What follows belongs to an exercise in optimizing a design on an open flow for small area; a production flow would make more cautious choices. Only simulation tests tie the RTL to the original design; equivalence was not proved. Power is estimated from default activity; no workload was simulated.

// pipe_latches
module pipe_latches #(
	parameter pipe_pkg::word_t pc_initial = 32'h0000_1000
) (
	input logic clk,
	input logic reset,
	input logic flush,
	input logic stall,
	input logic icache_stall,
	input logic hazard,
	input logic [65:0] fd_in,
	input logic [147:0] dx_in,
	input logic [107:0] xm_in,
	input logic [71:0] mw_in,
	input logic [31:0] fd_exc,
	input logic [31:0] dx_exc,
	input logic [31:0] xm_exc,
	input logic [31:0] mw_exc,
	input logic [31:0] mem_addr,
	output logic [65:0] fd_out,
	output logic [147:0] dx_out,
	output logic [107:0] xm_out,
	output logic [71:0] mw_out,
	output logic [95:0] fd_rec,
	output logic [95:0] dx_rec,
	output logic [95:0] xm_rec,
	output logic [95:0] mw_rec
);
Size in the first run: about 1,600 cells after synthesis, ~500 flip-flops, ~1,300 I/O pins, roughly 19,000 µm² of cells after synthesis.
Settings: LEC_CHECK=0, CAP_MARGIN=20, CORE_AREA=5 5 255 125, DIE_AREA=0 0 260 130, SLEW_MARGIN=20, SYNTH_HIERARCHICAL=1, SYNTH_MINIMUM_KEEP_SIZE=0; clock period 5.0 ns.
standard.sh (not shown) runs the stock make flow with config.mk's settings and CLKGATE_MAP_FILE= SYNTH_SCRIPT=/design/flow/synth_recipe.tcl, a recipe that flattens the netlist after the stock synthesis.
==> flow/flow/run.sh <==
#!/bin/bash
# The standard layout, with every port buffered by the smallest buffer (buf_1) instead of the
# cell buffer_ports picks by default, I/O pins one routing track apart instead of two so that
# the ports fit around a smaller die, and clock tree synthesis without dummy loads.
# Everything else is the standard.sh unchanged; ORFS's logs stay under orfs/logs.
set -euo pipefail
bash standard.sh "BUFFER_PORTS_ARGS=-buffer_cell sky130_fd_sc_hd__buf_1" \
	"PLACE_PINS_ARGS=-min_distance 1 -min_distance_in_tracks" \
	"CTS_ARGS=-sink_clustering_enable -repair_clock_nets -buf_list sky130_fd_sc_hd__clkbuf_4 -sink_clustering_size 10 -sink_clustering_max_diameter 40 -dont_use_dummy_load" \
	finish > make_finish.log 2>&1
The starting point passed the timing, DRC and antenna checks.
==> next run, changes <==
--- a/flow/flow/run.sh
+++ b/flow/flow/run.sh
@@ -8 +8 @@
-	"PLACE_PINS_ARGS=-min_distance 1 -min_distance_in_tracks" \
+	"PLACE_PINS_ARGS=-min_distance 1 -min_distance_in_tracks" SKIP_REPAIR_TIE_FANOUT=1 \
=> Cell area went down by 1.3%. Synthesized cell count stays the same. Setup slack loses 0.037 ns. Total power falls by about 0.4%. Die area is unchanged.
==> next run, changes <==
--- a/flow/flow/run.sh
+++ b/flow/flow/run.sh
@@ -4 +4,2 @@
-# the ports fit around a smaller die, and clock tree synthesis without dummy loads.
+# the ports fit around a smaller die, clock tree synthesis without dummy loads, and the
+# synthesized tie cell left to drive all constant outputs (no per-load tie duplication).
Effect: The new run finished with timing, DRC and antenna clean. First-iteration DRC count stays the same. Sequential power barely changes. Non-clock buffer count is unchanged. Register-to-register slack stays flat. Die area stays the same. Clock-buffer cell count is unchanged.


Another version of the RTL of pipe_latches (not shown whole).
Size: roughly 500 flip-flops, about 1,300 I/O pins, about 19,000 µm² of cells after synthesis.
// pipe_latches
module pipe_latches #(
	parameter pipe_pkg::word_t pc_initial = 32'h0000_1000
) (
	input logic clk,
	input logic reset,
	input logic flush,
	input logic stall,
	input logic icache_stall,
	input logic hazard,
	input logic [65:0] fd_in,
	input logic [147:0] dx_in,
	input logic [107:0] xm_in,
	input logic [71:0] mw_in,
	input logic [31:0] fd_exc,
	input logic [31:0] dx_exc,
	input logic [31:0] xm_exc,
	input logic [31:0] mw_exc,
	input logic [31:0] mem_addr,
	output logic [65:0] fd_out,
	output logic [147:0] dx_out,
	output logic [107:0] xm_out,
	output logic [71:0] mw_out,
	output logic [95:0] fd_rec,
	output logic [95:0] dx_rec,
	output logic [95:0] xm_rec,
	output logic [95:0] mw_rec
);
Settings: LEC_CHECK=0, CAP_MARGIN=20, CORE_AREA=5 5 205 205, DIE_AREA=0 0 210 210, PLACE_DENSITY=0.8, SLEW_MARGIN=20, SYNTH_HIERARCHICAL=1, SYNTH_MINIMUM_KEEP_SIZE=0; clock period 5.0 ns.
==> flow/flow/run.sh <==
#!/bin/bash
# The standard layout, with every port buffered by the smallest buffer (buf_1) instead of the
# cell buffer_ports picks by default, I/O pins one routing track apart instead of two so that
# the ports fit around a smaller die, and clock tree synthesis without dummy loads.
# Everything else is the standard.sh unchanged; ORFS's logs stay under orfs/logs.
set -euo pipefail
bash standard.sh "BUFFER_PORTS_ARGS=-buffer_cell sky130_fd_sc_hd__buf_1" \
	"PLACE_PINS_ARGS=-min_distance 1 -min_distance_in_tracks" \
	"CTS_ARGS=-sink_clustering_enable -repair_clock_nets -buf_list sky130_fd_sc_hd__clkbuf_4 -sink_clustering_size 10 -sink_clustering_max_diameter 40 -dont_use_dummy_load" \
	finish > make_finish.log 2>&1
Then changed:
==> flow/flow/run.sh (replaced) <==
#!/bin/bash
# The standard layout, with every port buffered by the smallest buffer (buf_1) instead of the
# cell buffer_ports picks by default, and I/O pins one routing track apart instead of two so
# that the ports fit around a smaller die. Everything else is the standard.sh unchanged.
set -euo pipefail
bash standard.sh "BUFFER_PORTS_ARGS=-buffer_cell sky130_fd_sc_hd__buf_1" \
	"PLACE_PINS_ARGS=-min_distance 1 -min_distance_in_tracks" finish > make_finish.log 2>&1
--- a/flow/config.mk
+++ b/flow/config.mk
@@ -9,4 +9,6 @@
 export CORE_AREA = 5 5 205 205
+export CTS_BUF_LIST = sky130_fd_sc_hd__clkbuf_8
+export CTS_CLUSTER_DIAMETER = 50
+export CTS_CLUSTER_SIZE = 16
 export DIE_AREA = 0 0 210 210
-export PLACE_DENSITY = 0.8
 export SLEW_MARGIN = 20
Flip-flop and latch count stays the same.
Sequential share of layout area goes down by 0.92 points.
Wire length fell by 2.3%.
Final area came out higher by about 2%.
Then changed:
==> flow/flow/run.sh (replaced) <==
#!/bin/bash
# The standard layout, with every port buffered by the smallest buffer (buf_1) instead of the
# cell buffer_ports picks by default, I/O pins one routing track apart instead of two so that
# the ports fit around a smaller die, and clock tree synthesis without dummy loads.
# Everything else is the standard.sh unchanged; ORFS's logs stay under orfs/logs.
set -euo pipefail
bash standard.sh "BUFFER_PORTS_ARGS=-buffer_cell sky130_fd_sc_hd__buf_1" \
	"PLACE_PINS_ARGS=-min_distance 1 -min_distance_in_tracks" \
	"CTS_ARGS=-sink_clustering_enable -repair_clock_nets -buf_list sky130_fd_sc_hd__clkbuf_16 -sink_clustering_size 32 -sink_clustering_max_diameter 60 -dont_use_dummy_load" \
	finish > make_finish.log 2>&1
--- a/flow/config.mk
+++ b/flow/config.mk
@@ -9,5 +9,2 @@
 export CORE_AREA = 5 5 205 205
-export CTS_BUF_LIST = sky130_fd_sc_hd__clkbuf_8
-export CTS_CLUSTER_DIAMETER = 50
-export CTS_CLUSTER_SIZE = 16
 export DIE_AREA = 0 0 210 210
The changed run completed with no timing, DRC or antenna violations; cell area is lower slightly; combinational power hardly moves; routed wire length fell slightly; first-iteration DRC count falls by a few percent; synthesized area stays the same; via count goes down slightly; global-route usage is about the same; power falls slightly; die area stays the same.
Then changed:
--- a/flow/flow/run.sh
+++ b/flow/flow/run.sh
@@ -8,3 +8,3 @@
 	"PLACE_PINS_ARGS=-min_distance 1 -min_distance_in_tracks" \
-	"CTS_ARGS=-sink_clustering_enable -repair_clock_nets -buf_list sky130_fd_sc_hd__clkbuf_16 -sink_clustering_size 32 -sink_clustering_max_diameter 60 -dont_use_dummy_load" \
+	"CTS_ARGS=-sink_clustering_enable -repair_clock_nets -buf_list sky130_fd_sc_hd__clkbuf_4 -sink_clustering_size 10 -sink_clustering_max_diameter 40 -dont_use_dummy_load" \
 	finish > make_finish.log 2>&1
--- a/flow/config.mk
+++ b/flow/config.mk
@@ -8,4 +8,4 @@
 export CAP_MARGIN = 20
-export CORE_AREA = 5 5 205 205
-export DIE_AREA = 0 0 210 210
+export CORE_AREA = 5 5 245 145
+export DIE_AREA = 0 0 250 150
 export SLEW_MARGIN = 20
Routed wire length came out lower by 5.5%.
Fmax came out lower by 6.4%.
Worst hold slack loses 0.063 ns.
Then changed:
--- a/flow/config.mk
+++ b/flow/config.mk
@@ -8,4 +8,4 @@
 export CAP_MARGIN = 20
-export CORE_AREA = 5 5 245 145
-export DIE_AREA = 0 0 250 150
+export CORE_AREA = 5 5 205 205
+export DIE_AREA = 0 0 210 210
 export SLEW_MARGIN = 20
Effect: Routed wire length goes up by 6.5%. Non-clock buffer count goes down by 2. Worst setup slack is better by 0.11 ns. Clock skew goes up by 0.013 ns. Combinational power goes up by about 1%. Clock power goes up by about 10%. Power goes up by 2.9%. Cell count goes up by 3.9%. First-iteration DRC count goes down by 15%. Die area goes up by 18%. Fmax goes up by 2.7%.

## afterwards: timing with drivers on the ports
The flow's constraints put no driver on any port. The routed layouts listed below were extracted and timed again, unchanged, in two steps. Step 1 (the two cells are an assumption about what drives the block):
set clk [get_ports {clk}]
set_driving_cell -lib_cell sky130_fd_sc_hd__clkbuf_16 $clk
set_driving_cell -lib_cell sky130_fd_sc_hd__buf_2 [delete_from_list [all_inputs] $clk]
Step 2 also shifts input and output timing later by t, the mid clock arrival at the registers, as if the neighbouring blocks saw the same clock. Slacks: ideal / step 1 / step 2; pairs: ideal / step 1.
run	shift t [ns]	slack for setup (ns)	worst data-port slew with drivers (ns)
the first run of note 1	0.776	0.672 / 0.622 / 1.398	0.16
the second run of note 1	0.785	0.635 / 0.584 / 1.369	0.16
the third run of note 1	0.785	0.635 / 0.584 / 1.369	0.16
the first run of note 2	0.792	0.762 / 0.710 / 1.503	0.21
the second run of note 2	0.681	0.971 / 0.919 / 1.601	0.21
the third run of note 2	0.591	1.059 / 1.003 / 1.594	0.18
the fourth run of note 2	0.804	0.789 / 0.740 / 1.544	0.23
the fifth run of note 2	0.786	0.901 / 0.849 / 1.635	0.23
After both steps setup and hold are still met in every run listed.
